What follows belongs to an exercise in optimizing a design on an open flow for small area, a short achievable clock period and few clock cycles; a production flow would make more cautious choices.
No run shown here included a check of the RTL's function; only the layout flow was run.
Power and IR drop assume default switching activity.

==> flow/design.v <==
`timescale 1ns/1ps
module qm_merge_engine (
    input  logic [31:0] f,        
    output logic [31:0] row_nz,   
    input  logic [31:0] row_oh,   
    output logic [31:0] row,      
    input  logic [4:0]  cmask,    
    input  logic [31:0] cval_oh,  
    output logic        ess       
);
    wire t1 = f[0] & f[1];
    wire t2 = f[2] & f[3];
    wire t3 = f[4] & f[5];
    wire t4 = f[6] & f[7];
    wire t5 = f[8] & f[9];
    wire t6 = f[10] & f[11];
    wire t7 = f[12] & f[13];
    wire t8 = f[14] & f[15];
    wire t9 = f[16] & f[17];
    wire t10 = f[18] & f[19];
    wire t11 = f[20] & f[21];
    wire t12 = f[22] & f[23];
    wire t13 = f[24] & f[25];
    wire t14 = f[26] & f[27];
    wire t15 = f[28] & f[29];
    wire t16 = f[30] & f[31];
    wire t17 = f[0] & f[2];
    wire t18 = f[1] & f[3];
    wire t19 = f[4] & f[6];
    wire t20 = f[5] & f[7];
    wire t21 = f[8] & f[10];
    wire t22 = f[9] & f[11];
    wire t23 = f[12] & f[14];
    wire t24 = f[13] & f[15];
    wire t25 = f[16] & f[18];
    wire t26 = f[17] & f[19];
    wire t27 = f[20] & f[22];
    wire t28 = f[21] & f[23];
    wire t29 = f[24] & f[26];
    wire t30 = f[25] & f[27];
    wire t31 = f[28] & f[30];
    wire t32 = f[29] & f[31];
    wire t33 = t17 & t18;
    wire t34 = t19 & t20;
    wire t35 = t21 & t22;
    wire t36 = t23 & t24;
    wire t37 = t25 & t26;
    wire t38 = t27 & t28;
    wire t39 = t29 & t30;
    wire t40 = t31 & t32;
    wire t41 = f[0] & f[4];
    wire t42 = f[1] & f[5];
    wire t43 = f[2] & f[6];
    wire t44 = f[3] & f[7];
    wire t45 = f[8] & f[12];
    wire t46 = f[9] & f[13];
    wire t47 = f[10] & f[14];
    wire t48 = f[11] & f[15];
    wire t49 = f[16] & f[20];
    wire t50 = f[17] & f[21];
    wire t51 = f[18] & f[22];
    wire t52 = f[19] & f[23];
    wire t53 = f[24] & f[28];
    wire t54 = f[25] & f[29];
    wire t55 = f[26] & f[30];
    wire t56 = f[27] & f[31];
    wire t57 = t41 & t42;
    wire t58 = t43 & t44;
    wire t59 = t45 & t46;
    wire t60 = t47 & t48;
    wire t61 = t49 & t50;
    wire t62 = t51 & t52;
    wire t63 = t53 & t54;
    wire t64 = t55 & t56;
    wire t65 = t41 & t43;
    wire t66 = t42 & t44;
    wire t67 = t45 & t47;
    wire t68 = t46 & t48;
    wire t69 = t49 & t51;
    wire t70 = t50 & t52;
    wire t71 = t53 & t55;
    wire t72 = t54 & t56;
    wire t73 = t65 & t66;
    wire t74 = t67 & t68;
    wire t75 = t69 & t70;
    wire t76 = t71 & t72;
    wire t77 = f[0] & f[8];
    wire t78 = f[1] & f[9];
    wire t79 = f[2] & f[10];
    wire t80 = f[3] & f[11];
    wire t81 = f[4] & f[12];
    wire t82 = f[5] & f[13];
    wire t83 = f[6] & f[14];
    wire t84 = f[7] & f[15];
    wire t85 = f[16] & f[24];
    wire t86 = f[17] & f[25];
    wire t87 = f[18] & f[26];
    wire t88 = f[19] & f[27];
    wire t89 = f[20] & f[28];
    wire t90 = f[21] & f[29];
    wire t91 = f[22] & f[30];
    wire t92 = f[23] & f[31];
    wire t93 = t77 & t78;
    wire t94 = t79 & t80;
    wire t95 = t81 & t82;
    wire t96 = t83 & t84;
    wire t97 = t85 & t86;
    wire t98 = t87 & t88;
    wire t99 = t89 & t90;
    wire t100 = t91 & t92;
    wire t101 = t77 & t79;
    wire t102 = t78 & t80;
    wire t103 = t81 & t83;
    wire t104 = t82 & t84;
    wire t105 = t85 & t87;
    wire t106 = t86 & t88;
    wire t107 = t89 & t91;
    wire t108 = t90 & t92;
    wire t109 = t101 & t102;
    wire t110 = t103 & t104;
    wire t111 = t105 & t106;
    wire t112 = t107 & t108;
    wire t113 = t77 & t81;
    wire t114 = t78 & t82;
    wire t115 = t79 & t83;
    wire t116 = t80 & t84;
    wire t117 = t85 & t89;
    wire t118 = t86 & t90;
    wire t119 = t87 & t91;
    wire t120 = t88 & t92;
    wire t121 = t113 & t114;
    wire t122 = t115 & t116;
    wire t123 = t117 & t118;
    wire t124 = t119 & t120;
    wire t125 = t113 & t115;
    wire t126 = t114 & t116;
    wire t127 = t117 & t119;
    wire t128 = t118 & t120;
    wire t129 = t125 & t126;
    wire t130 = t127 & t128;
    wire t131 = f[0] & f[16];
    wire t132 = f[1] & f[17];
    wire t133 = f[2] & f[18];
    wire t134 = f[3] & f[19];
    wire t135 = f[4] & f[20];
    wire t136 = f[5] & f[21];
    wire t137 = f[6] & f[22];
    wire t138 = f[7] & f[23];
    wire t139 = f[8] & f[24];
    wire t140 = f[9] & f[25];
    wire t141 = f[10] & f[26];
    wire t142 = f[11] & f[27];
    wire t143 = f[12] & f[28];
    wire t144 = f[13] & f[29];
    wire t145 = f[14] & f[30];
    wire t146 = f[15] & f[31];
    wire t147 = t131 & t132;
    wire t148 = t133 & t134;
    wire t149 = t135 & t136;
    wire t150 = t137 & t138;
    wire t151 = t139 & t140;
    wire t152 = t141 & t142;
    wire t153 = t143 & t144;
    wire t154 = t145 & t146;
    wire t155 = t131 & t133;
    wire t156 = t132 & t134;
    wire t157 = t135 & t137;
    wire t158 = t136 & t138;
    wire t159 = t139 & t141;
    wire t160 = t140 & t142;
    wire t161 = t143 & t145;
    wire t162 = t144 & t146;
    wire t163 = t155 & t156;
    wire t164 = t157 & t158;
    wire t165 = t159 & t160;
    wire t166 = t161 & t162;
    wire t167 = t131 & t135;
    wire t168 = t132 & t136;
    wire t169 = t133 & t137;
    wire t170 = t134 & t138;
    wire t171 = t139 & t143;
    wire t172 = t140 & t144;
    wire t173 = t141 & t145;
    wire t174 = t142 & t146;
    wire t175 = t167 & t168;
    wire t176 = t169 & t170;
    wire t177 = t171 & t172;
    wire t178 = t173 & t174;
    wire t179 = t167 & t169;
    wire t180 = t168 & t170;
    wire t181 = t171 & t173;
    wire t182 = t172 & t174;
    wire t183 = t179 & t180;
    wire t184 = t181 & t182;
    wire t185 = t131 & t139;
    wire t186 = t132 & t140;
    wire t187 = t133 & t141;
    wire t188 = t134 & t142;
    wire t189 = t135 & t143;
    wire t190 = t136 & t144;
    wire t191 = t137 & t145;
    wire t192 = t138 & t146;
    wire t193 = t185 & t186;
    wire t194 = t187 & t188;
    wire t195 = t189 & t190;
    wire t196 = t191 & t192;
    wire t197 = t185 & t187;
    wire t198 = t186 & t188;
    wire t199 = t189 & t191;
    wire t200 = t190 & t192;
    wire t201 = t197 & t198;
    wire t202 = t199 & t200;
    wire t203 = t185 & t189;
    wire t204 = t186 & t190;
    wire t205 = t187 & t191;
    wire t206 = t188 & t192;
    wire t207 = t203 & t204;
    wire t208 = t205 & t206;
    wire t209 = t203 & t205;
    wire t210 = t204 & t206;
    wire t211 = t209 & t210;
    wire t212 = f[0] & ~(t1 | t17 | t41 | t77 | t131);
    wire t213 = f[1] & ~(t1 | t18 | t42 | t78 | t132);
    wire t214 = f[2] & ~(t2 | t17 | t43 | t79 | t133);
    wire t215 = f[3] & ~(t2 | t18 | t44 | t80 | t134);
    wire t216 = f[4] & ~(t3 | t19 | t41 | t81 | t135);
    wire t217 = f[5] & ~(t3 | t20 | t42 | t82 | t136);
    wire t218 = f[6] & ~(t4 | t19 | t43 | t83 | t137);
    wire t219 = f[7] & ~(t4 | t20 | t44 | t84 | t138);
    wire t220 = f[8] & ~(t5 | t21 | t45 | t77 | t139);
    wire t221 = f[9] & ~(t5 | t22 | t46 | t78 | t140);
    wire t222 = f[10] & ~(t6 | t21 | t47 | t79 | t141);
    wire t223 = f[11] & ~(t6 | t22 | t48 | t80 | t142);
    wire t224 = f[12] & ~(t7 | t23 | t45 | t81 | t143);
    wire t225 = f[13] & ~(t7 | t24 | t46 | t82 | t144);
    wire t226 = f[14] & ~(t8 | t23 | t47 | t83 | t145);
    wire t227 = f[15] & ~(t8 | t24 | t48 | t84 | t146);
    wire t228 = f[16] & ~(t9 | t25 | t49 | t85 | t131);
    wire t229 = f[17] & ~(t9 | t26 | t50 | t86 | t132);
    wire t230 = f[18] & ~(t10 | t25 | t51 | t87 | t133);
    wire t231 = f[19] & ~(t10 | t26 | t52 | t88 | t134);
    wire t232 = f[20] & ~(t11 | t27 | t49 | t89 | t135);
    wire t233 = f[21] & ~(t11 | t28 | t50 | t90 | t136);
    wire t234 = f[22] & ~(t12 | t27 | t51 | t91 | t137);
    wire t235 = f[23] & ~(t12 | t28 | t52 | t92 | t138);
    wire t236 = f[24] & ~(t13 | t29 | t53 | t85 | t139);
    wire t237 = f[25] & ~(t13 | t30 | t54 | t86 | t140);
    wire t238 = f[26] & ~(t14 | t29 | t55 | t87 | t141);
    wire t239 = f[27] & ~(t14 | t30 | t56 | t88 | t142);
    wire t240 = f[28] & ~(t15 | t31 | t53 | t89 | t143);
    wire t241 = f[29] & ~(t15 | t32 | t54 | t90 | t144);
    wire t242 = f[30] & ~(t16 | t31 | t55 | t91 | t145);
    wire t243 = f[31] & ~(t16 | t32 | t56 | t92 | t146);
    wire t244 = t1 & ~(t33 | t57 | t93 | t147);
    wire t245 = t2 & ~(t33 | t58 | t94 | t148);
    wire t246 = t3 & ~(t34 | t57 | t95 | t149);
    wire t247 = t4 & ~(t34 | t58 | t96 | t150);
    wire t248 = t5 & ~(t35 | t59 | t93 | t151);
    wire t249 = t6 & ~(t35 | t60 | t94 | t152);
    wire t250 = t7 & ~(t36 | t59 | t95 | t153);
    wire t251 = t8 & ~(t36 | t60 | t96 | t154);
    wire t252 = t9 & ~(t37 | t61 | t97 | t147);
    wire t253 = t10 & ~(t37 | t62 | t98 | t148);
    wire t254 = t11 & ~(t38 | t61 | t99 | t149);
    wire t255 = t12 & ~(t38 | t62 | t100 | t150);
    wire t256 = t13 & ~(t39 | t63 | t97 | t151);
    wire t257 = t14 & ~(t39 | t64 | t98 | t152);
    wire t258 = t15 & ~(t40 | t63 | t99 | t153);
    wire t259 = t16 & ~(t40 | t64 | t100 | t154);
    wire t260 = t17 & ~(t33 | t65 | t101 | t155);
    wire t261 = t18 & ~(t33 | t66 | t102 | t156);
    wire t262 = t19 & ~(t34 | t65 | t103 | t157);
    wire t263 = t20 & ~(t34 | t66 | t104 | t158);
    wire t264 = t21 & ~(t35 | t67 | t101 | t159);
    wire t265 = t22 & ~(t35 | t68 | t102 | t160);
    wire t266 = t23 & ~(t36 | t67 | t103 | t161);
    wire t267 = t24 & ~(t36 | t68 | t104 | t162);
    wire t268 = t25 & ~(t37 | t69 | t105 | t155);
    wire t269 = t26 & ~(t37 | t70 | t106 | t156);
    wire t270 = t27 & ~(t38 | t69 | t107 | t157);
    wire t271 = t28 & ~(t38 | t70 | t108 | t158);
    wire t272 = t29 & ~(t39 | t71 | t105 | t159);
    wire t273 = t30 & ~(t39 | t72 | t106 | t160);
    wire t274 = t31 & ~(t40 | t71 | t107 | t161);
    wire t275 = t32 & ~(t40 | t72 | t108 | t162);
    wire t276 = t33 & ~(t73 | t109 | t163);
    wire t277 = t34 & ~(t73 | t110 | t164);
    wire t278 = t35 & ~(t74 | t109 | t165);
    wire t279 = t36 & ~(t74 | t110 | t166);
    wire t280 = t37 & ~(t75 | t111 | t163);
    wire t281 = t38 & ~(t75 | t112 | t164);
    wire t282 = t39 & ~(t76 | t111 | t165);
    wire t283 = t40 & ~(t76 | t112 | t166);
    wire t284 = t41 & ~(t57 | t65 | t113 | t167);
    wire t285 = t42 & ~(t57 | t66 | t114 | t168);
    wire t286 = t43 & ~(t58 | t65 | t115 | t169);
    wire t287 = t44 & ~(t58 | t66 | t116 | t170);
    wire t288 = t45 & ~(t59 | t67 | t113 | t171);
    wire t289 = t46 & ~(t59 | t68 | t114 | t172);
    wire t290 = t47 & ~(t60 | t67 | t115 | t173);
    wire t291 = t48 & ~(t60 | t68 | t116 | t174);
    wire t292 = t49 & ~(t61 | t69 | t117 | t167);
    wire t293 = t50 & ~(t61 | t70 | t118 | t168);
    wire t294 = t51 & ~(t62 | t69 | t119 | t169);
    wire t295 = t52 & ~(t62 | t70 | t120 | t170);
    wire t296 = t53 & ~(t63 | t71 | t117 | t171);
    wire t297 = t54 & ~(t63 | t72 | t118 | t172);
    wire t298 = t55 & ~(t64 | t71 | t119 | t173);
    wire t299 = t56 & ~(t64 | t72 | t120 | t174);
    wire t300 = t57 & ~(t73 | t121 | t175);
    wire t301 = t58 & ~(t73 | t122 | t176);
    wire t302 = t59 & ~(t74 | t121 | t177);
    wire t303 = t60 & ~(t74 | t122 | t178);
    wire t304 = t61 & ~(t75 | t123 | t175);
    wire t305 = t62 & ~(t75 | t124 | t176);
    wire t306 = t63 & ~(t76 | t123 | t177);
    wire t307 = t64 & ~(t76 | t124 | t178);
    wire t308 = t65 & ~(t73 | t125 | t179);
    wire t309 = t66 & ~(t73 | t126 | t180);
    wire t310 = t67 & ~(t74 | t125 | t181);
    wire t311 = t68 & ~(t74 | t126 | t182);
    wire t312 = t69 & ~(t75 | t127 | t179);
    wire t313 = t70 & ~(t75 | t128 | t180);
    wire t314 = t71 & ~(t76 | t127 | t181);
    wire t315 = t72 & ~(t76 | t128 | t182);
    wire t316 = t73 & ~(t129 | t183);
    wire t317 = t74 & ~(t129 | t184);
    wire t318 = t75 & ~(t130 | t183);
    wire t319 = t76 & ~(t130 | t184);
    wire t320 = t77 & ~(t93 | t101 | t113 | t185);
    wire t321 = t78 & ~(t93 | t102 | t114 | t186);
    wire t322 = t79 & ~(t94 | t101 | t115 | t187);
    wire t323 = t80 & ~(t94 | t102 | t116 | t188);
    wire t324 = t81 & ~(t95 | t103 | t113 | t189);
    wire t325 = t82 & ~(t95 | t104 | t114 | t190);
    wire t326 = t83 & ~(t96 | t103 | t115 | t191);
    wire t327 = t84 & ~(t96 | t104 | t116 | t192);
    wire t328 = t85 & ~(t97 | t105 | t117 | t185);
    wire t329 = t86 & ~(t97 | t106 | t118 | t186);
    wire t330 = t87 & ~(t98 | t105 | t119 | t187);
    wire t331 = t88 & ~(t98 | t106 | t120 | t188);
    wire t332 = t89 & ~(t99 | t107 | t117 | t189);
    wire t333 = t90 & ~(t99 | t108 | t118 | t190);
    wire t334 = t91 & ~(t100 | t107 | t119 | t191);
    wire t335 = t92 & ~(t100 | t108 | t120 | t192);
    wire t336 = t93 & ~(t109 | t121 | t193);
    wire t337 = t94 & ~(t109 | t122 | t194);
    wire t338 = t95 & ~(t110 | t121 | t195);
    wire t339 = t96 & ~(t110 | t122 | t196);
    wire t340 = t97 & ~(t111 | t123 | t193);
    wire t341 = t98 & ~(t111 | t124 | t194);
    wire t342 = t99 & ~(t112 | t123 | t195);
    wire t343 = t100 & ~(t112 | t124 | t196);
    wire t344 = t101 & ~(t109 | t125 | t197);
    wire t345 = t102 & ~(t109 | t126 | t198);
    wire t346 = t103 & ~(t110 | t125 | t199);
    wire t347 = t104 & ~(t110 | t126 | t200);
    wire t348 = t105 & ~(t111 | t127 | t197);
    wire t349 = t106 & ~(t111 | t128 | t198);
    wire t350 = t107 & ~(t112 | t127 | t199);
    wire t351 = t108 & ~(t112 | t128 | t200);
    wire t352 = t109 & ~(t129 | t201);
    wire t353 = t110 & ~(t129 | t202);
    wire t354 = t111 & ~(t130 | t201);
    wire t355 = t112 & ~(t130 | t202);
    wire t356 = t113 & ~(t121 | t125 | t203);
    wire t357 = t114 & ~(t121 | t126 | t204);
    wire t358 = t115 & ~(t122 | t125 | t205);
    wire t359 = t116 & ~(t122 | t126 | t206);
    wire t360 = t117 & ~(t123 | t127 | t203);
    wire t361 = t118 & ~(t123 | t128 | t204);
    wire t362 = t119 & ~(t124 | t127 | t205);
    wire t363 = t120 & ~(t124 | t128 | t206);
    wire t364 = t121 & ~(t129 | t207);
    wire t365 = t122 & ~(t129 | t208);
    wire t366 = t123 & ~(t130 | t207);
    wire t367 = t124 & ~(t130 | t208);
    wire t368 = t125 & ~(t129 | t209);
    wire t369 = t126 & ~(t129 | t210);
    wire t370 = t127 & ~(t130 | t209);
    wire t371 = t128 & ~(t130 | t210);
    wire t372 = t129 & ~(t211);
    wire t373 = t130 & ~(t211);
    wire t374 = t131 & ~(t147 | t155 | t167 | t185);
    wire t375 = t132 & ~(t147 | t156 | t168 | t186);
    wire t376 = t133 & ~(t148 | t155 | t169 | t187);
    wire t377 = t134 & ~(t148 | t156 | t170 | t188);
    wire t378 = t135 & ~(t149 | t157 | t167 | t189);
    wire t379 = t136 & ~(t149 | t158 | t168 | t190);
    wire t380 = t137 & ~(t150 | t157 | t169 | t191);
    wire t381 = t138 & ~(t150 | t158 | t170 | t192);
    wire t382 = t139 & ~(t151 | t159 | t171 | t185);
    wire t383 = t140 & ~(t151 | t160 | t172 | t186);
    wire t384 = t141 & ~(t152 | t159 | t173 | t187);
    wire t385 = t142 & ~(t152 | t160 | t174 | t188);
    wire t386 = t143 & ~(t153 | t161 | t171 | t189);
    wire t387 = t144 & ~(t153 | t162 | t172 | t190);
    wire t388 = t145 & ~(t154 | t161 | t173 | t191);
    wire t389 = t146 & ~(t154 | t162 | t174 | t192);
    wire t390 = t147 & ~(t163 | t175 | t193);
    wire t391 = t148 & ~(t163 | t176 | t194);
    wire t392 = t149 & ~(t164 | t175 | t195);
    wire t393 = t150 & ~(t164 | t176 | t196);
    wire t394 = t151 & ~(t165 | t177 | t193);
    wire t395 = t152 & ~(t165 | t178 | t194);
    wire t396 = t153 & ~(t166 | t177 | t195);
    wire t397 = t154 & ~(t166 | t178 | t196);
    wire t398 = t155 & ~(t163 | t179 | t197);
    wire t399 = t156 & ~(t163 | t180 | t198);
    wire t400 = t157 & ~(t164 | t179 | t199);
    wire t401 = t158 & ~(t164 | t180 | t200);
    wire t402 = t159 & ~(t165 | t181 | t197);
    wire t403 = t160 & ~(t165 | t182 | t198);
    wire t404 = t161 & ~(t166 | t181 | t199);
    wire t405 = t162 & ~(t166 | t182 | t200);
    wire t406 = t163 & ~(t183 | t201);
    wire t407 = t164 & ~(t183 | t202);
    wire t408 = t165 & ~(t184 | t201);
    wire t409 = t166 & ~(t184 | t202);
    wire t410 = t167 & ~(t175 | t179 | t203);
    wire t411 = t168 & ~(t175 | t180 | t204);
    wire t412 = t169 & ~(t176 | t179 | t205);
    wire t413 = t170 & ~(t176 | t180 | t206);
    wire t414 = t171 & ~(t177 | t181 | t203);
    wire t415 = t172 & ~(t177 | t182 | t204);
    wire t416 = t173 & ~(t178 | t181 | t205);
    wire t417 = t174 & ~(t178 | t182 | t206);
    wire t418 = t175 & ~(t183 | t207);
    wire t419 = t176 & ~(t183 | t208);
    wire t420 = t177 & ~(t184 | t207);
    wire t421 = t178 & ~(t184 | t208);
    wire t422 = t179 & ~(t183 | t209);
    wire t423 = t180 & ~(t183 | t210);
    wire t424 = t181 & ~(t184 | t209);
    wire t425 = t182 & ~(t184 | t210);
    wire t426 = t183 & ~(t211);
    wire t427 = t184 & ~(t211);
    wire t428 = t185 & ~(t193 | t197 | t203);
    wire t429 = t186 & ~(t193 | t198 | t204);
    wire t430 = t187 & ~(t194 | t197 | t205);
    wire t431 = t188 & ~(t194 | t198 | t206);
    wire t432 = t189 & ~(t195 | t199 | t203);
    wire t433 = t190 & ~(t195 | t200 | t204);
    wire t434 = t191 & ~(t196 | t199 | t205);
    wire t435 = t192 & ~(t196 | t200 | t206);
    wire t436 = t193 & ~(t201 | t207);
    wire t437 = t194 & ~(t201 | t208);
    wire t438 = t195 & ~(t202 | t207);
    wire t439 = t196 & ~(t202 | t208);
    wire t440 = t197 & ~(t201 | t209);
    wire t441 = t198 & ~(t201 | t210);
    wire t442 = t199 & ~(t202 | t209);
    wire t443 = t200 & ~(t202 | t210);
    wire t444 = t201 & ~(t211);
    wire t445 = t202 & ~(t211);
    wire t446 = t203 & ~(t207 | t209);
    wire t447 = t204 & ~(t207 | t210);
    wire t448 = t205 & ~(t208 | t209);
    wire t449 = t206 & ~(t208 | t210);
    wire t450 = t207 & ~(t211);
    wire t451 = t208 & ~(t211);
    wire t452 = t209 & ~(t211);
    wire t453 = t210 & ~(t211);
    assign row_nz[0] = t212 | t213 | t214 | t215 | t216 | t217 | t218 | t219 | t220 | t221 | t222 | t223 | t224 | t225 | t226 | t227 | t228 | t229 | t230 | t231 | t232 | t233 | t234 | t235 | t236 | t237 | t238 | t239 | t240 | t241 | t242 | t243;
    assign row_nz[1] = t244 | t245 | t246 | t247 | t248 | t249 | t250 | t251 | t252 | t253 | t254 | t255 | t256 | t257 | t258 | t259;
    assign row_nz[2] = t260 | t261 | t262 | t263 | t264 | t265 | t266 | t267 | t268 | t269 | t270 | t271 | t272 | t273 | t274 | t275;
    assign row_nz[3] = t276 | t277 | t278 | t279 | t280 | t281 | t282 | t283;
    assign row_nz[4] = t284 | t285 | t286 | t287 | t288 | t289 | t290 | t291 | t292 | t293 | t294 | t295 | t296 | t297 | t298 | t299;
    assign row_nz[5] = t300 | t301 | t302 | t303 | t304 | t305 | t306 | t307;
    assign row_nz[6] = t308 | t309 | t310 | t311 | t312 | t313 | t314 | t315;
    assign row_nz[7] = t316 | t317 | t318 | t319;
    assign row_nz[8] = t320 | t321 | t322 | t323 | t324 | t325 | t326 | t327 | t328 | t329 | t330 | t331 | t332 | t333 | t334 | t335;
    assign row_nz[9] = t336 | t337 | t338 | t339 | t340 | t341 | t342 | t343;
    assign row_nz[10] = t344 | t345 | t346 | t347 | t348 | t349 | t350 | t351;
    assign row_nz[11] = t352 | t353 | t354 | t355;
    assign row_nz[12] = t356 | t357 | t358 | t359 | t360 | t361 | t362 | t363;
    assign row_nz[13] = t364 | t365 | t366 | t367;
    assign row_nz[14] = t368 | t369 | t370 | t371;
    assign row_nz[15] = t372 | t373;
    assign row_nz[16] = t374 | t375 | t376 | t377 | t378 | t379 | t380 | t381 | t382 | t383 | t384 | t385 | t386 | t387 | t388 | t389;
    assign row_nz[17] = t390 | t391 | t392 | t393 | t394 | t395 | t396 | t397;
    assign row_nz[18] = t398 | t399 | t400 | t401 | t402 | t403 | t404 | t405;
    assign row_nz[19] = t406 | t407 | t408 | t409;
    assign row_nz[20] = t410 | t411 | t412 | t413 | t414 | t415 | t416 | t417;
    assign row_nz[21] = t418 | t419 | t420 | t421;
    assign row_nz[22] = t422 | t423 | t424 | t425;
    assign row_nz[23] = t426 | t427;
    assign row_nz[24] = t428 | t429 | t430 | t431 | t432 | t433 | t434 | t435;
    assign row_nz[25] = t436 | t437 | t438 | t439;
    assign row_nz[26] = t440 | t441 | t442 | t443;
    assign row_nz[27] = t444 | t445;
    assign row_nz[28] = t446 | t447 | t448 | t449;
    assign row_nz[29] = t450 | t451;
    assign row_nz[30] = t452 | t453;
    assign row_nz[31] = t211;
    assign row[0] = (row_oh[0] & t212) | (row_oh[1] & t244) | (row_oh[2] & t260) | (row_oh[3] & t276) | (row_oh[4] & t284) | (row_oh[5] & t300) | (row_oh[6] & t308) | (row_oh[7] & t316) | (row_oh[8] & t320) | (row_oh[9] & t336) | (row_oh[10] & t344) | (row_oh[11] & t352) | (row_oh[12] & t356) | (row_oh[13] & t364) | (row_oh[14] & t368) | (row_oh[15] & t372) | (row_oh[16] & t374) | (row_oh[17] & t390) | (row_oh[18] & t398) | (row_oh[19] & t406) | (row_oh[20] & t410) | (row_oh[21] & t418) | (row_oh[22] & t422) | (row_oh[23] & t426) | (row_oh[24] & t428) | (row_oh[25] & t436) | (row_oh[26] & t440) | (row_oh[27] & t444) | (row_oh[28] & t446) | (row_oh[29] & t450) | (row_oh[30] & t452) | (row_oh[31] & t211);
    assign row[1] = (row_oh[0] & t213) | (row_oh[2] & t261) | (row_oh[4] & t285) | (row_oh[6] & t309) | (row_oh[8] & t321) | (row_oh[10] & t345) | (row_oh[12] & t357) | (row_oh[14] & t369) | (row_oh[16] & t375) | (row_oh[18] & t399) | (row_oh[20] & t411) | (row_oh[22] & t423) | (row_oh[24] & t429) | (row_oh[26] & t441) | (row_oh[28] & t447) | (row_oh[30] & t453);
    assign row[2] = (row_oh[0] & t214) | (row_oh[1] & t245) | (row_oh[4] & t286) | (row_oh[5] & t301) | (row_oh[8] & t322) | (row_oh[9] & t337) | (row_oh[12] & t358) | (row_oh[13] & t365) | (row_oh[16] & t376) | (row_oh[17] & t391) | (row_oh[20] & t412) | (row_oh[21] & t419) | (row_oh[24] & t430) | (row_oh[25] & t437) | (row_oh[28] & t448) | (row_oh[29] & t451);
    assign row[3] = (row_oh[0] & t215) | (row_oh[4] & t287) | (row_oh[8] & t323) | (row_oh[12] & t359) | (row_oh[16] & t377) | (row_oh[20] & t413) | (row_oh[24] & t431) | (row_oh[28] & t449);
    assign row[4] = (row_oh[0] & t216) | (row_oh[1] & t246) | (row_oh[2] & t262) | (row_oh[3] & t277) | (row_oh[8] & t324) | (row_oh[9] & t338) | (row_oh[10] & t346) | (row_oh[11] & t353) | (row_oh[16] & t378) | (row_oh[17] & t392) | (row_oh[18] & t400) | (row_oh[19] & t407) | (row_oh[24] & t432) | (row_oh[25] & t438) | (row_oh[26] & t442) | (row_oh[27] & t445);
    assign row[5] = (row_oh[0] & t217) | (row_oh[2] & t263) | (row_oh[8] & t325) | (row_oh[10] & t347) | (row_oh[16] & t379) | (row_oh[18] & t401) | (row_oh[24] & t433) | (row_oh[26] & t443);
    assign row[6] = (row_oh[0] & t218) | (row_oh[1] & t247) | (row_oh[8] & t326) | (row_oh[9] & t339) | (row_oh[16] & t380) | (row_oh[17] & t393) | (row_oh[24] & t434) | (row_oh[25] & t439);
    assign row[7] = (row_oh[0] & t219) | (row_oh[8] & t327) | (row_oh[16] & t381) | (row_oh[24] & t435);
    assign row[8] = (row_oh[0] & t220) | (row_oh[1] & t248) | (row_oh[2] & t264) | (row_oh[3] & t278) | (row_oh[4] & t288) | (row_oh[5] & t302) | (row_oh[6] & t310) | (row_oh[7] & t317) | (row_oh[16] & t382) | (row_oh[17] & t394) | (row_oh[18] & t402) | (row_oh[19] & t408) | (row_oh[20] & t414) | (row_oh[21] & t420) | (row_oh[22] & t424) | (row_oh[23] & t427);
    assign row[9] = (row_oh[0] & t221) | (row_oh[2] & t265) | (row_oh[4] & t289) | (row_oh[6] & t311) | (row_oh[16] & t383) | (row_oh[18] & t403) | (row_oh[20] & t415) | (row_oh[22] & t425);
    assign row[10] = (row_oh[0] & t222) | (row_oh[1] & t249) | (row_oh[4] & t290) | (row_oh[5] & t303) | (row_oh[16] & t384) | (row_oh[17] & t395) | (row_oh[20] & t416) | (row_oh[21] & t421);
    assign row[11] = (row_oh[0] & t223) | (row_oh[4] & t291) | (row_oh[16] & t385) | (row_oh[20] & t417);
    assign row[12] = (row_oh[0] & t224) | (row_oh[1] & t250) | (row_oh[2] & t266) | (row_oh[3] & t279) | (row_oh[16] & t386) | (row_oh[17] & t396) | (row_oh[18] & t404) | (row_oh[19] & t409);
    assign row[13] = (row_oh[0] & t225) | (row_oh[2] & t267) | (row_oh[16] & t387) | (row_oh[18] & t405);
    assign row[14] = (row_oh[0] & t226) | (row_oh[1] & t251) | (row_oh[16] & t388) | (row_oh[17] & t397);
    assign row[15] = (row_oh[0] & t227) | (row_oh[16] & t389);
    assign row[16] = (row_oh[0] & t228) | (row_oh[1] & t252) | (row_oh[2] & t268) | (row_oh[3] & t280) | (row_oh[4] & t292) | (row_oh[5] & t304) | (row_oh[6] & t312) | (row_oh[7] & t318) | (row_oh[8] & t328) | (row_oh[9] & t340) | (row_oh[10] & t348) | (row_oh[11] & t354) | (row_oh[12] & t360) | (row_oh[13] & t366) | (row_oh[14] & t370) | (row_oh[15] & t373);
    assign row[17] = (row_oh[0] & t229) | (row_oh[2] & t269) | (row_oh[4] & t293) | (row_oh[6] & t313) | (row_oh[8] & t329) | (row_oh[10] & t349) | (row_oh[12] & t361) | (row_oh[14] & t371);
    assign row[18] = (row_oh[0] & t230) | (row_oh[1] & t253) | (row_oh[4] & t294) | (row_oh[5] & t305) | (row_oh[8] & t330) | (row_oh[9] & t341) | (row_oh[12] & t362) | (row_oh[13] & t367);
    assign row[19] = (row_oh[0] & t231) | (row_oh[4] & t295) | (row_oh[8] & t331) | (row_oh[12] & t363);
    assign row[20] = (row_oh[0] & t232) | (row_oh[1] & t254) | (row_oh[2] & t270) | (row_oh[3] & t281) | (row_oh[8] & t332) | (row_oh[9] & t342) | (row_oh[10] & t350) | (row_oh[11] & t355);
    assign row[21] = (row_oh[0] & t233) | (row_oh[2] & t271) | (row_oh[8] & t333) | (row_oh[10] & t351);
    assign row[22] = (row_oh[0] & t234) | (row_oh[1] & t255) | (row_oh[8] & t334) | (row_oh[9] & t343);
    assign row[23] = (row_oh[0] & t235) | (row_oh[8] & t335);
    assign row[24] = (row_oh[0] & t236) | (row_oh[1] & t256) | (row_oh[2] & t272) | (row_oh[3] & t282) | (row_oh[4] & t296) | (row_oh[5] & t306) | (row_oh[6] & t314) | (row_oh[7] & t319);
    assign row[25] = (row_oh[0] & t237) | (row_oh[2] & t273) | (row_oh[4] & t297) | (row_oh[6] & t315);
    assign row[26] = (row_oh[0] & t238) | (row_oh[1] & t257) | (row_oh[4] & t298) | (row_oh[5] & t307);
    assign row[27] = (row_oh[0] & t239) | (row_oh[4] & t299);
    assign row[28] = (row_oh[0] & t240) | (row_oh[1] & t258) | (row_oh[2] & t274) | (row_oh[3] & t283);
    assign row[29] = (row_oh[0] & t241) | (row_oh[2] & t275);
    assign row[30] = (row_oh[0] & t242) | (row_oh[1] & t259);
    assign row[31] = (row_oh[0] & t243);
    wire z0 = (cmask[0] | ~f[1]) & (cmask[1] | ~f[2]) & (cmask[2] | ~f[4]) & (cmask[3] | ~f[8]) & (cmask[4] | ~f[16]);
    wire z1 = (cmask[0] | ~f[0]) & (cmask[1] | ~f[3]) & (cmask[2] | ~f[5]) & (cmask[3] | ~f[9]) & (cmask[4] | ~f[17]);
    wire z2 = (cmask[0] | ~f[3]) & (cmask[1] | ~f[0]) & (cmask[2] | ~f[6]) & (cmask[3] | ~f[10]) & (cmask[4] | ~f[18]);
    wire z3 = (cmask[0] | ~f[2]) & (cmask[1] | ~f[1]) & (cmask[2] | ~f[7]) & (cmask[3] | ~f[11]) & (cmask[4] | ~f[19]);
    wire z4 = (cmask[0] | ~f[5]) & (cmask[1] | ~f[6]) & (cmask[2] | ~f[0]) & (cmask[3] | ~f[12]) & (cmask[4] | ~f[20]);
    wire z5 = (cmask[0] | ~f[4]) & (cmask[1] | ~f[7]) & (cmask[2] | ~f[1]) & (cmask[3] | ~f[13]) & (cmask[4] | ~f[21]);
    wire z6 = (cmask[0] | ~f[7]) & (cmask[1] | ~f[4]) & (cmask[2] | ~f[2]) & (cmask[3] | ~f[14]) & (cmask[4] | ~f[22]);
    wire z7 = (cmask[0] | ~f[6]) & (cmask[1] | ~f[5]) & (cmask[2] | ~f[3]) & (cmask[3] | ~f[15]) & (cmask[4] | ~f[23]);
    wire z8 = (cmask[0] | ~f[9]) & (cmask[1] | ~f[10]) & (cmask[2] | ~f[12]) & (cmask[3] | ~f[0]) & (cmask[4] | ~f[24]);
    wire z9 = (cmask[0] | ~f[8]) & (cmask[1] | ~f[11]) & (cmask[2] | ~f[13]) & (cmask[3] | ~f[1]) & (cmask[4] | ~f[25]);
    wire z10 = (cmask[0] | ~f[11]) & (cmask[1] | ~f[8]) & (cmask[2] | ~f[14]) & (cmask[3] | ~f[2]) & (cmask[4] | ~f[26]);
    wire z11 = (cmask[0] | ~f[10]) & (cmask[1] | ~f[9]) & (cmask[2] | ~f[15]) & (cmask[3] | ~f[3]) & (cmask[4] | ~f[27]);
    wire z12 = (cmask[0] | ~f[13]) & (cmask[1] | ~f[14]) & (cmask[2] | ~f[8]) & (cmask[3] | ~f[4]) & (cmask[4] | ~f[28]);
    wire z13 = (cmask[0] | ~f[12]) & (cmask[1] | ~f[15]) & (cmask[2] | ~f[9]) & (cmask[3] | ~f[5]) & (cmask[4] | ~f[29]);
    wire z14 = (cmask[0] | ~f[15]) & (cmask[1] | ~f[12]) & (cmask[2] | ~f[10]) & (cmask[3] | ~f[6]) & (cmask[4] | ~f[30]);
    wire z15 = (cmask[0] | ~f[14]) & (cmask[1] | ~f[13]) & (cmask[2] | ~f[11]) & (cmask[3] | ~f[7]) & (cmask[4] | ~f[31]);
    wire z16 = (cmask[0] | ~f[17]) & (cmask[1] | ~f[18]) & (cmask[2] | ~f[20]) & (cmask[3] | ~f[24]) & (cmask[4] | ~f[0]);
    wire z17 = (cmask[0] | ~f[16]) & (cmask[1] | ~f[19]) & (cmask[2] | ~f[21]) & (cmask[3] | ~f[25]) & (cmask[4] | ~f[1]);
    wire z18 = (cmask[0] | ~f[19]) & (cmask[1] | ~f[16]) & (cmask[2] | ~f[22]) & (cmask[3] | ~f[26]) & (cmask[4] | ~f[2]);
    wire z19 = (cmask[0] | ~f[18]) & (cmask[1] | ~f[17]) & (cmask[2] | ~f[23]) & (cmask[3] | ~f[27]) & (cmask[4] | ~f[3]);
    wire z20 = (cmask[0] | ~f[21]) & (cmask[1] | ~f[22]) & (cmask[2] | ~f[16]) & (cmask[3] | ~f[28]) & (cmask[4] | ~f[4]);
    wire z21 = (cmask[0] | ~f[20]) & (cmask[1] | ~f[23]) & (cmask[2] | ~f[17]) & (cmask[3] | ~f[29]) & (cmask[4] | ~f[5]);
    wire z22 = (cmask[0] | ~f[23]) & (cmask[1] | ~f[20]) & (cmask[2] | ~f[18]) & (cmask[3] | ~f[30]) & (cmask[4] | ~f[6]);
    wire z23 = (cmask[0] | ~f[22]) & (cmask[1] | ~f[21]) & (cmask[2] | ~f[19]) & (cmask[3] | ~f[31]) & (cmask[4] | ~f[7]);
    wire z24 = (cmask[0] | ~f[25]) & (cmask[1] | ~f[26]) & (cmask[2] | ~f[28]) & (cmask[3] | ~f[16]) & (cmask[4] | ~f[8]);
    wire z25 = (cmask[0] | ~f[24]) & (cmask[1] | ~f[27]) & (cmask[2] | ~f[29]) & (cmask[3] | ~f[17]) & (cmask[4] | ~f[9]);
    wire z26 = (cmask[0] | ~f[27]) & (cmask[1] | ~f[24]) & (cmask[2] | ~f[30]) & (cmask[3] | ~f[18]) & (cmask[4] | ~f[10]);
    wire z27 = (cmask[0] | ~f[26]) & (cmask[1] | ~f[25]) & (cmask[2] | ~f[31]) & (cmask[3] | ~f[19]) & (cmask[4] | ~f[11]);
    wire z28 = (cmask[0] | ~f[29]) & (cmask[1] | ~f[30]) & (cmask[2] | ~f[24]) & (cmask[3] | ~f[20]) & (cmask[4] | ~f[12]);
    wire z29 = (cmask[0] | ~f[28]) & (cmask[1] | ~f[31]) & (cmask[2] | ~f[25]) & (cmask[3] | ~f[21]) & (cmask[4] | ~f[13]);
    wire z30 = (cmask[0] | ~f[31]) & (cmask[1] | ~f[28]) & (cmask[2] | ~f[26]) & (cmask[3] | ~f[22]) & (cmask[4] | ~f[14]);
    wire z31 = (cmask[0] | ~f[30]) & (cmask[1] | ~f[29]) & (cmask[2] | ~f[27]) & (cmask[3] | ~f[23]) & (cmask[4] | ~f[15]);
    wire t454 = z0 | (cmask[0] & z1);
    wire t455 = z2 | (cmask[0] & z3);
    wire t456 = z4 | (cmask[0] & z5);
    wire t457 = z6 | (cmask[0] & z7);
    wire t458 = z8 | (cmask[0] & z9);
    wire t459 = z10 | (cmask[0] & z11);
    wire t460 = z12 | (cmask[0] & z13);
    wire t461 = z14 | (cmask[0] & z15);
    wire t462 = z16 | (cmask[0] & z17);
    wire t463 = z18 | (cmask[0] & z19);
    wire t464 = z20 | (cmask[0] & z21);
    wire t465 = z22 | (cmask[0] & z23);
    wire t466 = z24 | (cmask[0] & z25);
    wire t467 = z26 | (cmask[0] & z27);
    wire t468 = z28 | (cmask[0] & z29);
    wire t469 = z30 | (cmask[0] & z31);
    wire t470 = t454 | (cmask[1] & t455);
    wire t471 = z1 | (cmask[1] & z3);
    wire t472 = t456 | (cmask[1] & t457);
    wire t473 = z5 | (cmask[1] & z7);
    wire t474 = t458 | (cmask[1] & t459);
    wire t475 = z9 | (cmask[1] & z11);
    wire t476 = t460 | (cmask[1] & t461);
    wire t477 = z13 | (cmask[1] & z15);
    wire t478 = t462 | (cmask[1] & t463);
    wire t479 = z17 | (cmask[1] & z19);
    wire t480 = t464 | (cmask[1] & t465);
    wire t481 = z21 | (cmask[1] & z23);
    wire t482 = t466 | (cmask[1] & t467);
    wire t483 = z25 | (cmask[1] & z27);
    wire t484 = t468 | (cmask[1] & t469);
    wire t485 = z29 | (cmask[1] & z31);
    wire t486 = t470 | (cmask[2] & t472);
    wire t487 = t471 | (cmask[2] & t473);
    wire t488 = t455 | (cmask[2] & t457);
    wire t489 = z3 | (cmask[2] & z7);
    wire t490 = t474 | (cmask[2] & t476);
    wire t491 = t475 | (cmask[2] & t477);
    wire t492 = t459 | (cmask[2] & t461);
    wire t493 = z11 | (cmask[2] & z15);
    wire t494 = t478 | (cmask[2] & t480);
    wire t495 = t479 | (cmask[2] & t481);
    wire t496 = t463 | (cmask[2] & t465);
    wire t497 = z19 | (cmask[2] & z23);
    wire t498 = t482 | (cmask[2] & t484);
    wire t499 = t483 | (cmask[2] & t485);
    wire t500 = t467 | (cmask[2] & t469);
    wire t501 = z27 | (cmask[2] & z31);
    wire t502 = t486 | (cmask[3] & t490);
    wire t503 = t487 | (cmask[3] & t491);
    wire t504 = t488 | (cmask[3] & t492);
    wire t505 = t489 | (cmask[3] & t493);
    wire t506 = t472 | (cmask[3] & t476);
    wire t507 = t473 | (cmask[3] & t477);
    wire t508 = t457 | (cmask[3] & t461);
    wire t509 = z7 | (cmask[3] & z15);
    wire t510 = t494 | (cmask[3] & t498);
    wire t511 = t495 | (cmask[3] & t499);
    wire t512 = t496 | (cmask[3] & t500);
    wire t513 = t497 | (cmask[3] & t501);
    wire t514 = t480 | (cmask[3] & t484);
    wire t515 = t481 | (cmask[3] & t485);
    wire t516 = t465 | (cmask[3] & t469);
    wire t517 = z23 | (cmask[3] & z31);
    wire t518 = t502 | (cmask[4] & t510);
    wire t519 = t503 | (cmask[4] & t511);
    wire t520 = t504 | (cmask[4] & t512);
    wire t521 = t505 | (cmask[4] & t513);
    wire t522 = t506 | (cmask[4] & t514);
    wire t523 = t507 | (cmask[4] & t515);
    wire t524 = t508 | (cmask[4] & t516);
    wire t525 = t509 | (cmask[4] & t517);
    wire t526 = t490 | (cmask[4] & t498);
    wire t527 = t491 | (cmask[4] & t499);
    wire t528 = t492 | (cmask[4] & t500);
    wire t529 = t493 | (cmask[4] & t501);
    wire t530 = t476 | (cmask[4] & t484);
    wire t531 = t477 | (cmask[4] & t485);
    wire t532 = t461 | (cmask[4] & t469);
    wire t533 = z15 | (cmask[4] & z31);
    assign ess = (cval_oh[0] & t518) | (cval_oh[1] & t519) | (cval_oh[2] & t520) | (cval_oh[3] & t521) | (cval_oh[4] & t522) | (cval_oh[5] & t523) | (cval_oh[6] & t524) | (cval_oh[7] & t525) | (cval_oh[8] & t526) | (cval_oh[9] & t527) | (cval_oh[10] & t528) | (cval_oh[11] & t529) | (cval_oh[12] & t530) | (cval_oh[13] & t531) | (cval_oh[14] & t532) | (cval_oh[15] & t533) | (cval_oh[16] & t510) | (cval_oh[17] & t511) | (cval_oh[18] & t512) | (cval_oh[19] & t513) | (cval_oh[20] & t514) | (cval_oh[21] & t515) | (cval_oh[22] & t516) | (cval_oh[23] & t517) | (cval_oh[24] & t498) | (cval_oh[25] & t499) | (cval_oh[26] & t500) | (cval_oh[27] & t501) | (cval_oh[28] & t484) | (cval_oh[29] & t485) | (cval_oh[30] & t469) | (cval_oh[31] & z31);
endmodule
`timescale 1ns/1ps
module qm_top (
    input  logic        clk,
    input  logic        rst_n,
    input  logic        psel,
    input  logic        penable,
    input  logic        pwrite,
    input  logic [11:0] paddr,
    input  logic [31:0] pwdata,
    output logic [31:0] prdata,
    output logic        pready,
    output logic        pslverr
);
    function automatic logic [31:0] lowest(input logic [31:0] x);
        logic [31:0] p;
        p = x;
        for (int s = 0; s < 5; s++) begin
            for (int i = 0; i < 32; i++) begin
                if ((i >> s) & 1) p[i] = p[i] | p[((i >> s) << s) - 1];
            end
        end
        lowest = x & ~{p[30:0], 1'b0};
    endfunction
    function automatic logic [4:0] enc(input logic [31:0] oh);
        enc = '0;
        for (int i = 0; i < 32; i++) begin
            if (oh[i]) enc = enc | 5'(i);
        end
    endfunction
    logic setup, access;
    logic a_onset, a_ctrl, a_status, a_result, mapped;
    logic [4:0] k;
    assign setup    = psel & ~penable;
    assign access   = psel & penable;
    assign a_onset  = (paddr == 12'h000);
    assign a_ctrl   = (paddr == 12'h004);
    assign a_status = (paddr == 12'h008);
    assign a_result = (paddr[11:7] == 5'b00010) && (paddr[1:0] == 2'b00);
    assign mapped   = a_onset | a_ctrl | a_status | a_result;
    assign k        = paddr[6:2];
    logic [31:0] onset, spec, run_onset;
    logic        busy, busy_q, pend, done;
    logic        chg;
    logic [1:0]  stab;
    logic        prep_ok;
    assign spec = (psel && pwrite && a_onset) ? pwdata : onset;
    assign chg  = ~busy & ((setup & pwrite & a_onset) | busy_q);
    always_ff @(posedge clk) begin
        if (!rst_n) begin
            onset <= '0;
        end else if (access && pwrite && a_onset) begin
            onset <= pwdata;
        end
        if (!busy) begin
            run_onset <= spec;
        end
    end
    logic [31:0] row_nz_c;            
    logic [31:0] rowbits;             
    logic [4:0]  mcur;                
    logic [31:0] rr;                  
    logic [31:0] src_oh, row_c;
    logic [31:0] v_oh, rest;
    logic [4:0]  v;
    logic        ess;
    logic        prepping, go_q;
    logic        start_now, step, first, ins, last, any;
    logic [5:0]  prime_cnt, ess_cnt, pc_inc, ec_inc;
    logic [4:0]  age;
    qm_merge_engine i_engine (
        .f      (run_onset),
        .row_nz (row_nz_c),
        .row_oh (src_oh),
        .row    (row_c),
        .cmask  (mcur),
        .cval_oh(v_oh),
        .ess    (ess)
    );
    assign prepping = (~busy | pend) & ~prep_ok;
    assign src_oh = lowest(rr);
    assign v_oh = lowest(rowbits);
    assign v    = enc(v_oh);
    assign rest = rowbits & ~v_oh;
    assign any  = |rowbits;
    assign last = (rest == '0) && (rr == '0);
    always_ff @(posedge clk) begin
        go_q <= rst_n & setup & pwrite & a_ctrl & pwdata[0];
    end
    assign start_now = go_q & ~busy;
    assign step      = (start_now & prep_ok) | (busy & ~pend) | (pend & prep_ok);
    assign first     = step & ~(busy & ~pend);
    assign ins       = step & any;
    assign pc_inc = prime_cnt + 6'd1;
    assign ec_inc = ess_cnt + 6'd1;
    always_ff @(posedge clk) begin
        if (step) begin
            if (rest == '0) begin
                rowbits <= row_c;
                mcur    <= enc(src_oh);
                rr      <= rr & ~src_oh;
            end else begin
                rowbits <= rest;
            end
        end else if (prepping) begin
            if (stab == 2'd0) begin
                rr      <= row_nz_c;
            end else begin
                rowbits <= row_c;
                mcur    <= enc(src_oh);
                rr      <= rr & ~src_oh;
            end
        end
        age <= (first & ins) ? 5'd0 : age + 5'd1;
    end
    always_ff @(posedge clk) begin
        if (!rst_n) begin
            busy      <= 1'b0;
            busy_q    <= 1'b0;
            pend      <= 1'b0;
            done      <= 1'b0;
            stab      <= 2'd0;
            prime_cnt <= '0;
            ess_cnt   <= '0;
        end else begin
            busy_q <= busy;
            if ((!busy || pend) && !chg) begin
                stab <= (stab == 2'd2) ? 2'd2 : stab + 2'd1;
            end else begin
                stab <= 2'd0;
            end
            if (start_now) begin
                busy <= 1'b1;
                done <= 1'b0;
                pend <= ~prep_ok;
            end
            if (step) begin
                prime_cnt <= first ? {5'd0, ins} : pc_inc;
                if (first)           ess_cnt <= {5'd0, ins & ess};
                else if (ins && ess) ess_cnt <= ec_inc;
                pend      <= 1'b0;
                if (!any || last) begin
                    busy <= 1'b0;
                    done <= 1'b1;
                end else begin
                    busy <= 1'b1;
                    done <= 1'b0;
                end
            end
        end
    end
    assign prep_ok = (stab == 2'd2);
    logic [10:0] ring [32];
    always_ff @(posedge clk) begin
        ring[0] <= ins ? {ess, mcur, v} : ring[31];
        for (int j = 1; j < 32; j++) begin
            ring[j] <= ring[j-1];
        end
    end
    logic        rd_onset, rd_status, err_q;
    logic [10:0] rd_q;
    logic [10:0] rword;
    assign rword = ring[5'(age - k)];
    always_ff @(posedge clk) begin
        rd_q      <= (~pwrite & a_result & ({1'b0, k} < prime_cnt)) ? rword : 11'd0;
        rd_onset  <= ~pwrite & a_onset;
        rd_status <= ~pwrite & a_status;
        err_q     <= ~mapped | (pwrite & (a_status | a_result));
    end
    always_comb begin
        prdata = {15'd0, rd_q[10], 3'd0, rd_q[9:5], 3'd0, rd_q[4:0]};
        if (rd_onset)  prdata = prdata | onset;
        if (rd_status) prdata = prdata | {10'd0, ess_cnt, 2'd0, prime_cnt, 6'd0, done, busy};
    end
    assign pready  = 1'b1;
    assign pslverr = err_q;
endmodule
==> flow/flow/run.sh <==
#!/bin/bash
# Standard ORFS flow, with timing repair aiming past the clock target, plain
# buffers on the ports, lighter design repair and smaller clock buffers.
set -euo pipefail
bash standard.sh SETUP_SLACK_MARGIN=8 CAP_MARGIN=10 SLEW_MARGIN=10 \
  'BUFFER_PORTS_ARGS=-buffer_cell sky130_fd_sc_hd__buf_2' \
  'CTS_BUF_LIST=sky130_fd_sc_hd__clkbuf_4 sky130_fd_sc_hd__clkbuf_8' \
  finish > standard.log 2>&1
==> flow/standard.sh <==
#!/bin/bash
# synth_recipe.tcl (not shown) runs the flow's synth.tcl, then flattens the netlist and writes it again
# the make line also repeats each setting of config.mk as NAME=value (left out here)
make -C /OpenROAD-flow-scripts/flow DESIGN_CONFIG=/design/flow/config.mk WORK_HOME=/design/flow/orfs CLKGATE_MAP_FILE= SYNTH_SCRIPT=/design/flow/synth_recipe.tcl "${@:-finish}"
==> flow/config.mk <==
export PLATFORM = sky130hd
export DESIGN_NAME = qm_top
export DESIGN_NICKNAME = qm_top
export VERILOG_FILES = /design/flow/design.v
export SDC_FILE = /design/flow/constraint.sdc
export NUM_CORES = 8
export LEC_CHECK = 0
export CAP_MARGIN = 30
export CORE_MARGIN = 2
export CORE_UTILIZATION = 40
export SLEW_MARGIN = 20
==> flow/constraint.sdc <==
create_clock -name core_clock -period 12.0 [get_ports {clk}]
set_input_delay 2.4000 -clock core_clock [delete_from_list [all_inputs] [get_ports {clk}]]
set_output_delay 2.4000 -clock core_clock [all_outputs]
set_load 0.01 [all_outputs]
==> results of run 1 <==
-- stage by stage --
step | cell area (um2) | cells
CTS | 31100 | 4063
global route | 32000 | 4118
finish | 32000 | 4121
global placement | 27400 | 3822
floorplan | 26000 | 2969
detailed placement | 27400 | 3823
-- cells by family (layout without fill, tap and decap cells) --
kind of cell,count (synthesis),count (layout),synth area share
and+or+nand+nor,1406,1408,0.277
AOI/OAI and AO/OA,727,727,0.207
DFF,523,523,0.447
buffers and inverters,236,536,0.0363
muxes,35,35,0.0152
adders and majority gates,24,24,0.0114
xor gates and xnor gates,17,17,0.00580
other,1,5,0.000146
-- power by group through the flow --
| stage | Sequential [W] | Combinational, W | Clock [W] |
|---|---|---|---|
| finish | 0.00244 | 0.00248 | 0.00179 |
| global placement | 0.00244 | 0.00185 | 0 |
| floorplan | 0.00233 | 0.00114 | 0 |
| CTS | 0.00242 | 0.00219 | 0.00181 |
| detailed placement | 0.00245 | 0.00185 | 0 |
| global route | 0.00246 | 0.00253 | 0.00189 |
-- sequential cells by signal, summed over array words and instances (netlist names), 5 cells and up --
| name | cells |
|---|---|
| prime_cnt | 6 |
| rr | 32 |
| age | 5 |
| ring | 352 |
| mcur | 5 |
| ess_cnt | 6 |
| onset | 32 |
| rd_q | 11 |
| run_onset | 32 |
| rowbits | 32 |
-- critical path, delay by kind of cell --
kind	cells	cell delay, ns
compound gates	5	1.19
fa+ha+maj	2	0.47
buf+inv	4	0.44
simple gates	3	0.36
xor+xnor	1	0.13
-- path summary, 6_finish.rpt --
kind / start / endpoint / slack [ns] / cells past startpoint
hold / removal: ring[7][10]$_DFF_P_ / ring[8][10]$_DFF_P_ / 0.32 / 0
setup / recovery: paddr[2] / rd_q[3]$_SDFF_PN0_ / 7.55 / 15
setup reg to reg: rowbits[17]$_DFFE_PP_ / rowbits[20]$_DFFE_PP_ / 7.89 / 13
hold reg to reg: ring[7][10]$_DFF_P_ / ring[8][10]$_DFF_P_ / 0.32 / 0
-- what timing repair did --
action	4_1_cts	5_1_grt
buffers inserted	80	49
cloned	6	4
hold endpoints to repair	0	0
endpoints found under the setup margin	150	129
pin swaps	67	36
resized for setup	220	86
-- cell usage in the layout, fill, tap and decap left out, drive strengths merged, types with 15 or more instances in the layout --
cell type	count
a22oi	74
nor4	81
and3	17
buf	319
o22ai	50
nor2b	26
a21boi	37
nand2	384
nor2	315
edfxtp	101
nand2b	52
nor3	86
o221ai	24
o211ai	20
clkbuf	128
nor4b	15
a22o	61
o2111ai	17
nand4	133
inv	61
or4	30
a21oi	89
o21ai	106
mux2	32
and2	55
ha	16
dfxtp	422
nand3	123
or3	19
clkinv	18
a211oi	18
a221oi	73
o31ai	19
-- final cells by class --
cell class,instances,share of cell area
clock buffer,123,0.0488
inverter,58,0.00719
sequential,523,0.359
antenna,4,0.000313
tap,846,0.0331
timing repair buffer,324,0.0872
multi-input combinational,2212,0.451
clock inverter,31,0.0135
-- routing by layer --
metal,vias to the layer above,share of wire
met5,-,0.000090
met4,2,0.094
met3,713,0.11
met2,2198,0.44
met1,13700,0.36
li1,11800,-
==> impl_metrics.yaml, run 1 <==
critical_path:
  end_kind: "register"
  cp.arrival_ns: 5.02
  crit_fanout: 10
  required_ns: 12.57
  crit_type: "input port to register"
  slowest_stage: "fa_2"
  start_kind: "input port"
  cp_cell_sequence: "buf_8 -> ha_4 -> inv_4 -> fa_2 -> a21o_1 -> a21oi_4 -> buf_12 -> xnor2_4 -> nand2_4 -> nor2_1 -> buf_6 -> a22o_1 -> a221oi_2 -> nand4_1 -> o31a_1"
  critPathMaxStageDelay_ns: 0.34
floorplanning:
  initial_core_util: 0.406
  io_pins: 83
  fp-row-count: 92
  coreArea_um2: 63300
  fp.dieH_um: 257
  die_area_um2: 66200
  fp.dieW_um: 257
sta:
  setup-tns-final_ns: 0
  hold_viol: 0
  skew_ns: 0.0447
  rsz0062_at_grt: "true"
  worst_pin_slew_ns: 1.24
  whs_ns: 0.323
  period_minus_slack_ns: 4.45
  fmax_mhz: 225
  finalSetupViolCount: 0
  setup_ws_ns: 7.55
  maxSlewViolCount: 0
  finalCritPeriodShare: 0.371
  slew_headroom: 0.167
logic_synthesis:
  synth_edf_count: 101
  synth_nets: 3035
  synth_top_area_cell: "dfxtp_1"
  ys.flop_type: "dfxtp_1"
  synth.avg_cell_area_um2: 8.65
  yosys-top-cells-count: "422 x dfxtp_1, 382 x nand2_1, 312 x nor2_1"
  synth_warnings: 2
  syn_inst: 2969
  synth.most_common_cell: "dfxtp_1"
  synthDistinctLibCells: 97
  synth_area_um2: 25700
  ys_seq_elements: 523
  synth_top_area_share: 0.329
  ys_seq_area_frac: 0.447
  synth_async_sr_flop_share: 0
  synth_area_leaders: "dfxtp_1 33%, edfxtp_1 12%, nand2_1 5.6%"
worst_hold_path:
  min_path_type: "register to register"
global_routing:
  overflow: 0
  antenna_found_initial: 5
  grt_util_met3: 0.127
  grt_pass1_vias: 27200
  grtUsageMet2: 0.639
  grtUsageTotal: 0.414
  grt_max_degree: 65
  grt_busiest_layer: "met2"
  grt_use_met1: 0.481
  grt_first_pass_wirelength_um: 198000
placement:
  port_buffers: 81
  place.gp.congestion: 1.05
  post-place-ws_ns: 6.25
  dp_hpwl_um: 98600
drt:
  drtAntennaViolNets: 0
  viasPerCell: 6.88
  vias: 28300
  dr.pass1.iters: 17
  drt-total-wl_um: 144000
  post_drt_wl_per_cell_um: 34.9
  drc_errors: 0
  initialDrtViolationCount: 3884
cts:
  clk_latency_ns: 0.70
  clk_pin_slew_ns: 0.07
  clkSinkCount: 523
  cts_hold_buffers: 0
  htree_levels: 3
  tritoncts: "yes"
  cts-buffers-inserted: 85
  ctsRootBufferMaster: "clkbuf_8"
  cts_buffer_depth: 3
finish:
  fillers: 5939
  fin_util: 0.506
  drive_gt1_frac: 0.222
  regArea_um2: 11500
  multi_input_area_um2: 14400
  syn2layout_area_growth_pct: 24.7
  fin_nets: 3270
power:
  p_leak_nw: 11.9
  switchingPower_w: 0.00279
  power_frac_clock: 0.267
  power_w: 0.00671
  comb_power_share: 0.369
  ir_worst_vdd_mv: 0.130
  swShare: 0.415
  seqPwrFrac: 0.363
  powerDensity_nw_per_um2: 210
  internal_power_w: 0.00392
flow_run:
  maxCapViolations: 0
outcome:
  status: "timing/DRC/antenna clean"
==> inputs of run 2 (changes only) <==
--- a/flow/design.v
+++ b/flow/design.v
@@ -801,5 +801,24 @@
     logic [10:0] rd_q;
     logic [10:0] rword;
-    assign rword = ring[5'(age - k)];
+    logic [1:0]  lo;
+    logic        lo_borrow;
+    logic [2:0]  hi0;
+    logic [3:0]  lo_oh;
+    logic [7:0]  hi0_oh, hi_oh;
+    logic [10:0] grp [8];
+    assign lo        = age[1:0] - k[1:0];
+    assign lo_borrow = age[1:0] < k[1:0];
+    assign hi0       = age[4:2] - k[4:2];
+    always_comb begin
+        for (int l = 0; l < 4; l++) lo_oh[l] = (lo == 2'(l));
+        for (int h = 0; h < 8; h++) hi0_oh[h] = (hi0 == 3'(h));
+        for (int h = 0; h < 8; h++) hi_oh[h] = lo_borrow ? hi0_oh[(h + 1) % 8] : hi0_oh[h];
+        for (int h = 0; h < 8; h++) begin
+            grp[h] = '0;
+            for (int l = 0; l < 4; l++) grp[h] = grp[h] | (lo_oh[l] ? ring[4*h + l] : 11'd0);
+        end
+        rword = '0;
+        for (int h = 0; h < 8; h++) rword = rword | (hi_oh[h] ? grp[h] : 11'd0);
+    end
     always_ff @(posedge clk) begin
         rd_q      <= (~pwrite & a_result & ({1'b0, k} < prime_cnt)) ? rword : 11'd0;
==> flow/flow/run.sh (replaced) <==
#!/bin/bash
# Standard ORFS flow, with timing repair aiming past the clock target and
# plain buffers on the ports.
set -euo pipefail
bash standard.sh SETUP_SLACK_MARGIN=8 'BUFFER_PORTS_ARGS=-buffer_cell sky130_fd_sc_hd__buf_2' finish > standard.log 2>&1
==> run 2 against run 1 <==
  * Via count decreased by 4.1%
  * Sequential power decreased by 5%
  * Area after synthesis is 3.8% higher
  * Critical path depth is 5 lower
  * Clock power decreased by 6%
  * Combinational power decreased by 8%
  * Synthesized cell count fell by 0.54%
  * Sequential share of layout area fell by 0.63 points
  * Setup slack lost 0.0091 ns
  * First-iteration DRC count is 2.3% higher
  * Clock-buffer cell count shrank 49
  * Clock skew decreased by 0.0084 ns
  * Largest power group is now sequential cells
==> impl_metrics.yaml, run 2 <==
outcome:
  status: "timing/DRC/antenna clean"
sta:
  fmax_mhz: 224
  worst_pin_slew_ns: 1.18
  slew_headroom: 0.211
  finalCritPeriodShare: 0.372
  whs_ns: 0.336
  skew_ns: 0.0364
  rsz0062_at_grt: "true"
  finalSetupViolCount: 0
  period_minus_slack_ns: 4.46
  maxSlewViolCount: 0
  hold_viol: 0
  setup-tns-final_ns: 0
  setup_ws_ns: 7.54
power:
  power_frac_clock: 0.268
  switchingPower_w: 0.00239
  ir_worst_vdd_mv: 0.206
  comb_power_share: 0.364
  swShare: 0.379
  p_leak_nw: 11.8
  seqPwrFrac: 0.369
  internal_power_w: 0.00392
  powerDensity_nw_per_um2: 194
cts:
  cts_hold_buffers: 0
  clkSinkCount: 523
  ctsRootBufferMaster: "clkbuf_16"
  htree_levels: 2
  clk_pin_slew_ns: 0.06
  cts_buffer_depth: 3
  clk_latency_ns: 0.64
  tritoncts: "yes"
  cts-buffers-inserted: 52
finish:
  drive_gt1_frac: 0.217
  layout_commonest_cell: "dfxtp_1"
  fin_nets: 3171
  final_cell_area_um2: 32600
  syn2layout_area_growth_pct: 22.3
  largest_register_ffs: 352
  fillers: 6079
  largest_register: "ring"
  fin_util: 0.495
  final_cell_mix: "419 x dfxtp_1, 341 x nand2_1, 248 x nor2_1, 141 x nand3_1, 132 x buf_4"
critical_path:
  end_kind: "register"
  crit_family: "adder cells"
  critPathMaxStageDelay_ns: 0.87
  cp_cell_sequence: "buf_12 -> ha_4 -> fa_4 -> buf_16 -> mux4_2 -> mux2_4 -> a22o_1 -> a221o_1 -> o21ai_1 -> a21oi_1"
  crit_fanout: 6
  start_kind: "input port"
  slowest_stage: "fa_4"
  required_ns: 12.50
  cp.arrival_ns: 4.95
  crit_type: "input port to register"
  path_buf_inv: 2
floorplanning:
  coreArea_um2: 65900
  die_area_um2: 68700
  io_pins: 83
  initial_core_util: 0.405
  fp.dieH_um: 262
  fp.dieW_um: 262
  fp-row-count: 94
logic_synthesis:
  yosys-top-cells-count: "422 x dfxtp_1, 383 x nand2_1, 266 x nor2_1"
  synth_area_leaders: "dfxtp_1 32%, edfxtp_1 11%, mux4_2 7.4%"
  synth_edf_count: 101
  ys_seq_elements: 523
  synthDistinctLibCells: 93
  synth_top_area_share: 0.317
  syn_inst: 2953
  synth_top_area_cell: "dfxtp_1"
  synth_async_sr_flop_share: 0
  ys.flop_type: "dfxtp_1"
  ys_seq_area_frac: 0.431
  synth.most_common_cell: "dfxtp_1"
  synth_nets: 3018
  synth.avg_cell_area_um2: 9.02
  synth_area_um2: 26600
  synth_warnings: 3
global_routing:
  grt_max_degree: 48
  overflow: 0
  grtUsageTotal: 0.381
  grt_first_pass_wirelength_um: 188000
  antenna_found_initial: 5
  grt_pass1_vias: 25900
flow_run:
  maxCapViolations: 0
drt:
  drt-total-wl_um: 135000
  vias: 27200
  initialDrtViolationCount: 3972
  post_drt_wl_per_cell_um: 33.5
  drc_errors: 0
  dr.pass1.iters: 9
  viasPerCell: 6.77
  drtAntennaViolNets: 0
placement:
  place.gp.congestion: 1.08
  place_area_um2: 28200
  port_buffers: 81
  post-place-ws_ns: 5.88
  dp_hpwl_um: 92200
worst_hold_path:
  min_path_type: "register to register"
run 2: path summary, 6_finish.rpt:
check	to	from	slack, ns	depth (start not counted)
hold reg to reg	ring[14][9]$_DFF_P_	ring[13][9]$_DFF_P_	0.34	0
setup / recovery	rd_q[2]$_SDFF_PN0_	paddr[2]	7.54	10
hold / removal	ring[14][9]$_DFF_P_	ring[13][9]$_DFF_P_	0.34	0
setup reg to reg	rr[24]$_DFFE_PP_	rowbits[8]$_DFFE_PP_	7.88	13
run 2: kinds of logic after synthesis:
family | after synthesis | share of synthesized area
AOI/OAI and AO/OA | 600 | 0.157
xor gates and xnor gates | 13 | 0.00427
adders and majority gates | 22 | 0.0104
buffers and inverters | 262 | 0.0378
DFF | 523 | 0.431
muxes | 149 | 0.0995
other | 1 | 0.000141
and+or+nand+nor | 1383 | 0.260
run 2: power groups by stage:
stage | Sequential, W | Clock, W | Combinational [W]
2_1_floorplan | 0.00225 | 0 | 0.00119
3_3_place_gp | 0.00235 | 0 | 0.00172
3_5_place_dp | 0.00236 | 0 | 0.00173
4_1_cts | 0.00231 | 0.00172 | 0.00213
5_1_grt | 0.00235 | 0.00178 | 0.00237
6_report | 0.00233 | 0.00169 | 0.00229
run 2: routing by layer:
layer,vias to the layer above,wire length [um],track usage,share of wire
met5,-,48,0,0.00036
met4,8,10400,0.235,0.077
met3,544,13000,0.0859,0.096
met2,1836,60200,0.607,0.45
met1,13400,50900,0.470,0.38
li1,11400,-,-,-
run 2: area by class of cell:
| class | instances | area (um2) | share of cell area |
|---|---|---|---|
| antenna | 1 | 2.50 | 0.0000768 |
| clock buffer | 74 | 1570 | 0.0481 |
| clock inverter | 21 | 216 | 0.00664 |
| inverter | 67 | 256 | 0.00787 |
| multi-input combinational | 2169 | 15100 | 0.464 |
| sequential | 523 | 11500 | 0.353 |
| tap | 864 | 1080 | 0.0332 |
| timing repair buffer | 292 | 2850 | 0.0875 |
| timing repair inverter | 1 | 5.00 | 0.000154 |
run 2: metrics by stage:
stage,instances,total power [W]
detailed placement,3788,0.00409
global route,4011,0.00650
floorplan,2953,0.00345
CTS,3972,0.00615
global placement,3782,0.00406
finish,4012,0.00631
run 2: repair_timing:
item / CTS / global route
setup buffers: 75 / 27
pin swaps: 29 / 78
cloned: 14 / 11
setup endpoints to repair: 187 / 161
resized for setup: 156 / 143

## separate check: timing with driven ports
In the flow no input, the clock included, has a driving cell. The finished layouts below were timed again as built, in two steps. Step 1: set_driving_cell puts a clkbuf_16 on clk and a buf_2 on each other input, an assumption about the parent block. Step 2 also shifts input and output timing later by t, the mid clock arrival at the registers, as if the neighbouring blocks saw the same clock. Slacks: ideal ports / drivers / drivers and shift; pairs: ideal ports / drivers.
run	shift t [ns]	setup slack, ns	worst setup path after step 2
run 1	0.744	7.551 / 7.563 / 6.819	input to register
run 2	0.684	7.542 / 7.558 / 6.873	input to register
After both steps every run listed still meets setup and hold. For run 1, which loses most, drivers alone change the setup slack by +0.012 ns; drivers and shift together by -0.732 ns.
